Background: an optimization exercise with open tools, aiming at a short achievable clock period and few clock cycles per item. Do not read the settings as production practice. In this exercise RTL edits were held to simulation tests only and were not proved equivalent to the original. Power and IR drop assume default switching activity.

==> v8 <==
// cpuTop
module cpuTop (
	input  logic                   clock,
	input  logic                   arstN,
	input  logic [32-1:0] instrData,
	input  logic                   instrValid,
	output logic                   instrReady,
	output logic [32-1:0] outData,
	output logic                   outValid,
	input  logic                   outReady
);
	logic accept;
	cpuIsaPkg::wordT ir;
	logic            vD;
	logic            isRR, isImm, isLdi, isOut, isSub, isAnd, isOr;
	logic [4-1:0] ra, rb, rc;
	cpuIsaPkg::wordT immExt;
	cpuIsaPkg::wordT rdA, rdB, rdC;
	logic            wrD, zeroA;
	logic            hitEA, hitEB, hitWA, hitWB;
	cpuIsaPkg::wordT aNext, bNext;
	cpuIsaPkg::wordT aE, bE;
	logic            fwdAE, fwdBE, fwdBnE, cinE;
	logic            selSumE, selAndE, selOrE;
	logic            wenE, outE;
	logic [4-1:0] dstE;
	cpuIsaPkg::wordT bOut, result;
	cpuIsaPkg::wordT z;
	logic            wenZ;
	logic [4-1:0] dstZ;
	assign accept = instrValid & instrReady;
	always_ff @(posedge clock or negedge arstN) begin
		if (!arstN) begin
			ir <= '0;
			vD <= 1'b0;
		end else begin
			ir <= instrData;
			vD <= accept;
		end
	end
	selectEncode u_selectEncode (
		.ir(ir), .isRR(isRR), .isImm(isImm), .isLdi(isLdi), .isOut(isOut),
		.isSub(isSub), .isAnd(isAnd), .isOr(isOr)
	);
	assign ra     = ir[26:23];
	assign rb     = ir[22:19];
	assign rc     = ir[18:15];
	assign immExt = {{(32 - 18 - 1){ir[18]}}, ir[18:0]};
  ...
Settings: LEC_CHECK=0, CAP_MARGIN=20, CORE_MARGIN=2, CORE_UTILIZATION=35, SLEW_MARGIN=20; clock period 8.5 ns.
run.sh (not shown) runs the stock make flow with config.mk's settings and CLKGATE_MAP_FILE= SYNTH_SCRIPT=/design/flow/synth_recipe.tcl, a recipe that flattens the netlist after the stock synthesis.
==> v17: changes against v8 <==
--- a/flow/design.v
+++ b/flow/design.v
@@ -73,32 +73,42 @@
 endmodule
 `timescale 1ns/100ps
 module aluUnit (
 	input  logic [32-1:0] aReg,
 	input  logic [32-1:0] bReg,
 	input  logic [32-1:0] z,
 	input  logic                   fwdA,
 	input  logic                   fwdB,
-	input  logic                   fwdBn,
 	input  logic                   cin,
-	input  logic                   selSum,
+	input  logic                   selNN,
+	input  logic                   selZB,
+	input  logic                   selAZ,
+	input  logic                   selAnZ,
+	input  logic                   selZZ,
 	input  logic                   selAnd,
 	input  logic                   selOr,
 	output logic [32-1:0] bOut,
 	output logic [32-1:0] result
 );
 	logic [32-1:0] a;
 	logic [32-1:0] b;
-	logic [32-1:0] sum;
+	logic [32:0]   sumNN, sumZB, sumAZ, sumAnZ;
+	assign sumNN  = {aReg, cin} + {bReg, cin};
+	assign sumZB  = {z, cin} + {bReg, cin};
+	assign sumAZ  = {aReg, 1'b0} + {z, 1'b0};
+	assign sumAnZ = {aReg, 1'b1} + {~z, 1'b1};
 	assign a    = fwdA ? z : aReg;
-	assign b    = fwdB ? z : (fwdBn ? ~z : bReg);
-	assign sum  = a + b + {{(32-1){1'b0}}, cin};
+	assign b    = fwdB ? z : bReg;
 	assign bOut = b;
-	assign result = ({32{selSum}} & sum)
+	assign result = ({32{selNN}}  & sumNN[32:1])
+	              | ({32{selZB}}  & sumZB[32:1])
+	              | ({32{selAZ}}  & sumAZ[32:1])
+	              | ({32{selAnZ}} & sumAnZ[32:1])
+	              | ({32{selZZ}}  & {z[32-2:0], 1'b0})
 	              | ({32{selAnd}} & (a & b))
 	              | ({32{selOr}}  & (a | b));
 endmodule
 `timescale 1ns/100ps
 module controlUnit (
 	input  logic                   clock,
 	input  logic                   arstN,
 	input  logic                   accept,
@@ -130,32 +140,32 @@
 		end
 	end
 	always_comb begin
 		used = 3'(push) + 3'(outInEx) + 3'(accept);
 		for (int k = 0; k < N; k++) begin
 			used = used + 3'(sv[k]);
 		end
 	end
+	always_ff @(posedge clock) begin
+		for (int k = 0; k < N; k++) begin
+			if (push && !sv[k] && (k == 0 || sv[k-1])) begin
+				q[k] <= pushData;
+			end else begin
+				q[k] <= s[k];
+			end
+		end
+	end
 	always_ff @(posedge clock or negedge arstN) begin
 		if (!arstN) begin
-			for (int k = 0; k < N; k++) begin
-				q[k] <= '0;
-			end
 			qv         <= '0;
 			instrReady <= 1'b0;
 		end else begin
 			for (int k = 0; k < N; k++) begin
-				if (push && !sv[k] && (k == 0 || sv[k-1])) begin
-					q[k]  <= pushData;
-					qv[k] <= 1'b1;
-				end else begin
-					q[k]  <= s[k];
-					qv[k] <= sv[k];
-				end
+				qv[k] <= push && !sv[k] && (k == 0 || sv[k-1]) ? 1'b1 : sv[k];
 			end
 			instrReady <= (used <= 3'(N - 1));
 		end
 	end
 	assign outData  = q[0];
 	assign outValid = qv[0];
 endmodule
 `timescale 1ns/100ps
@@ -175,111 +185,124 @@
 	logic            isRR, isImm, isLdi, isOut, isSub, isAnd, isOr;
 	logic [4-1:0] ra, rb, rc;
 	cpuIsaPkg::wordT immExt;
 	cpuIsaPkg::wordT rdA, rdB, rdC;
 	logic            wrD, zeroA;
 	logic            hitEA, hitEB, hitWA, hitWB;
 	cpuIsaPkg::wordT aNext, bNext;
 	cpuIsaPkg::wordT aE, bE;
-	logic            fwdAE, fwdBE, fwdBnE, cinE;
-	logic            selSumE, selAndE, selOrE;
+	logic            fwdAE, fwdBE, cinE;
+	logic            selNNE, selZBE, selAZE, selAnZE, selZZE, selAndE, selOrE;
+	logic            addT;
 	logic            wenE, outE;
 	logic [4-1:0] dstE;
 	cpuIsaPkg::wordT bOut, result;
 	cpuIsaPkg::wordT z;
+	cpuIsaPkg::wordT zW;
 	logic            wenZ;
 	logic [4-1:0] dstZ;
 	assign accept = instrValid & instrReady;
+	always_ff @(posedge clock) begin
+		ir <= instrData;
+	end
 	always_ff @(posedge clock or negedge arstN) begin
 		if (!arstN) begin
-			ir <= '0;
 			vD <= 1'b0;
 		end else begin
-			ir <= instrData;
 			vD <= accept;
 		end
 	end
 	selectEncode u_selectEncode (
 		.ir(ir), .isRR(isRR), .isImm(isImm), .isLdi(isLdi), .isOut(isOut),
 		.isSub(isSub), .isAnd(isAnd), .isOr(isOr)
 	);
 	assign ra     = ir[26:23];
 	assign rb     = ir[22:19];
 	assign rc     = ir[18:15];
 	assign immExt = {{(32 - 18 - 1){ir[18]}}, ir[18:0]};
 	assign wrD    = vD & (isRR | isImm);
 	assign zeroA  = isLdi & (rb == '0);
 	registerFile u_registerFile (
 		.clock(clock), .arstN(arstN),
-		.wen(wenZ), .wsel(dstZ), .wdata(z),
+		.wen(wenZ), .wsel(dstZ), .wdata(zW),
 		.selA(rb), .selB(rc), .selC(ra),
 		.rdA(rdA), .rdB(rdB), .rdC(rdC)
 	);
 	assign hitEA = wenE & (dstE == rb) & !zeroA;
 	assign hitEB = wenE & (dstE == (isOut ? ra : rc)) & !isImm;
 	assign hitWA = wenZ & (dstZ == rb);
 	assign hitWB = wenZ & (dstZ == (isOut ? ra : rc));
 	always_comb begin
 		if (zeroA)
 			aNext = '0;
 		else if (hitWA)
-			aNext = z;
+			aNext = zW;
 		else
 			aNext = rdA;
 		if (isImm)
 			bNext = immExt;
 		else if (hitWB)
-			bNext = z;
+			bNext = zW;
 		else if (isOut)
 			bNext = rdC;
 		else
 			bNext = rdB;
 		if (isSub)
 			bNext = ~bNext;
 	end
+	assign addT = !isAnd & !isOr;
+	always_ff @(posedge clock) begin
+		aE <= aNext;
+		bE <= bNext;
+		z  <= result;
+		if (wenE) begin
+			zW <= result;
+		end
+	end
 	always_ff @(posedge clock or negedge arstN) begin
 		if (!arstN) begin
-			aE      <= '0;
-			bE      <= '0;
 			fwdAE   <= 1'b0;
 			fwdBE   <= 1'b0;
-			fwdBnE  <= 1'b0;
 			cinE    <= 1'b0;
-			selSumE <= 1'b0;
+			selNNE  <= 1'b0;
+			selZBE  <= 1'b0;
+			selAZE  <= 1'b0;
+			selAnZE <= 1'b0;
+			selZZE  <= 1'b0;
 			selAndE <= 1'b0;
 			selOrE  <= 1'b0;
 			wenE    <= 1'b0;
 			outE    <= 1'b0;
 			dstE    <= '0;
-			z       <= '0;
 			wenZ    <= 1'b0;
 			dstZ    <= '0;
 		end else begin
-			aE      <= aNext;
-			bE      <= bNext;
 			fwdAE   <= hitEA;
-			fwdBE   <= hitEB & !isSub;
-			fwdBnE  <= hitEB & isSub;
+			fwdBE   <= hitEB;
 			cinE    <= isSub;
-			selSumE <= !isAnd & !isOr;
+			selNNE  <= addT & !hitEA & !hitEB;
+			selZBE  <= addT & hitEA & !hitEB;
+			selAZE  <= addT & !hitEA & hitEB & !isSub;
+			selAnZE <= addT & !hitEA & hitEB & isSub;
+			selZZE  <= addT & hitEA & hitEB & !isSub;
 			selAndE <= isAnd;
 			selOrE  <= isOr;
 			wenE    <= wrD;
 			outE    <= vD & isOut;
 			dstE    <= ra;
-			z       <= result;
 			wenZ    <= wenE;
 			dstZ    <= dstE;
 		end
 	end
 	aluUnit u_aluUnit (
 		.aReg(aE), .bReg(bE), .z(z),
-		.fwdA(fwdAE), .fwdB(fwdBE), .fwdBn(fwdBnE), .cin(cinE),
-		.selSum(selSumE), .selAnd(selAndE), .selOr(selOrE),
+		.fwdA(fwdAE), .fwdB(fwdBE), .cin(cinE),
+		.selNN(selNNE), .selZB(selZBE), .selAZ(selAZE), .selAnZ(selAnZE),
+		.selZZ(selZZE), .selAnd(selAndE), .selOr(selOrE),
 		.bOut(bOut), .result(result)
 	);
 	controlUnit u_controlUnit (
 		.clock(clock), .arstN(arstN),
 		.accept(accept), .outInEx(vD & isOut),
 		.push(outE), .pushData(bOut),
 		.instrReady(instrReady),
 		.outData(outData), .outValid(outValid), .outReady(outReady)
==> flow/config.mk (replaced) <==
export PLATFORM = sky130hd
export DESIGN_NAME = cpuTop
export DESIGN_NICKNAME = cpuTop
export VERILOG_FILES = /design/flow/design.v
export SDC_FILE = /design/flow/constraint.sdc
export NUM_CORES = 4
export LEC_CHECK = 0
export CAP_MARGIN = 20
export CORE_MARGIN = 2
export CORE_UTILIZATION = 35
export SETUP_SLACK_MARGIN = 5
export SLEW_MARGIN = 20
==> comparison <==
v8 completed without violations. v17 completed without violations. Of v17 and v8, v17 has the higher count of clock-buffer cells in the layout (gap 4). In v8 the routed wire length is smaller than in v17, by 15%. Against v17, the first-iteration DRC count of v8 is lower by about 0.3%. Against v8, the via count of v17 is larger by about 17%. Against v8, the global-route usage of v17 is higher by 1.6 points. Of v17 and v8, v17 has the higher clock skew (gap 10 ps). Between v17 and v8, the lower fmax is in v8 (gap 38%, measured against v8). Between v8 and v17, the lower worst setup slack is in v8 (gap 1400 ps).
==> figures <==
Final instance area: v17 54,900 um2; v8 48,700 um2
Share of power burned in registers: v17 0.398; v8 0.466
Multi-input logic area: v17 26,000 um2; v8 21,700 um2
Seq Cell Count: v17 827; v8 792
Total placed cells including tap cells: v17 6,249; v8 5,510
Width of the die: v17 374 um; v8 354 um
Worst Setup SP: v17 ir[23]$_DFF_P_; v8 z[0]$_DFF_PN0_
Xor/xnor cell area share of the yosys netlist: v17 0.0189; v8 0.00959
Worst path setup slack after routing: v17 4920 ps; v8 3550 ps
Crit-path max FO: v17 31; v8 21
Result of the run: v17 finished clean; v8 finished clean
Post-synthesis async set-or-reset flop share: v17 0.652; v8 1.00
Clk tree area frac: v17 0.0596; v8 0.0667
Static leakage: v17 22.4 nW; v8 21.8 nW
Synthesized-area fraction occupied by ao, oa, aoi and oai cells: v17 0.232; v8 0.207
Length in cells of the worst reg-to-reg path: v17 10; v8 14
Via count: v17 43.9k; v8 37.6k
Testbench counts of v8, summed over its fixed seeds: cycles 16,024, instrs 16,000.
Testbench counts of v17, summed over its fixed seeds: cycles 16,024, instrs 16,000.

-- separate check: timing with driven ports --
No port has a modelled driver above. Below, the same layouts with a new extraction and two added sets of constraints.
Step 1 (the two cells are an assumption about what drives the block):
set clk [get_ports {clock}]
set_driving_cell -lib_cell sky130_fd_sc_hd__clkbuf_16 $clk
set_driving_cell -lib_cell sky130_fd_sc_hd__buf_2 [delete_from_list [all_inputs] $clk]
Step 2 also shifts input and output timing later by t, the mid clock arrival at the registers, as if the neighbouring blocks saw the same clock.
Three values: ideal, step 1, step 2; two values: the first two.
| run | shift t [ns] | setup WS [ns] | worst setup path after step 2 | worst register clock-pin slew, ns | worst slew at a driven data input, ns |
|---|---|---|---|---|---|
| v8 | 0.756 | 3.549 / 3.549 / 3.489 | input to register | 0.07 / 0.07 | 0.11 |
| v17 | 0.757 | 4.924 / 4.924 / 4.469 | input to register | 0.07 / 0.07 | 0.12 |
After both steps setup and hold are still met in every run listed. The setup slack of v17, which loses most, moves by 0.000 ns with the drivers and by -0.455 ns with both steps.
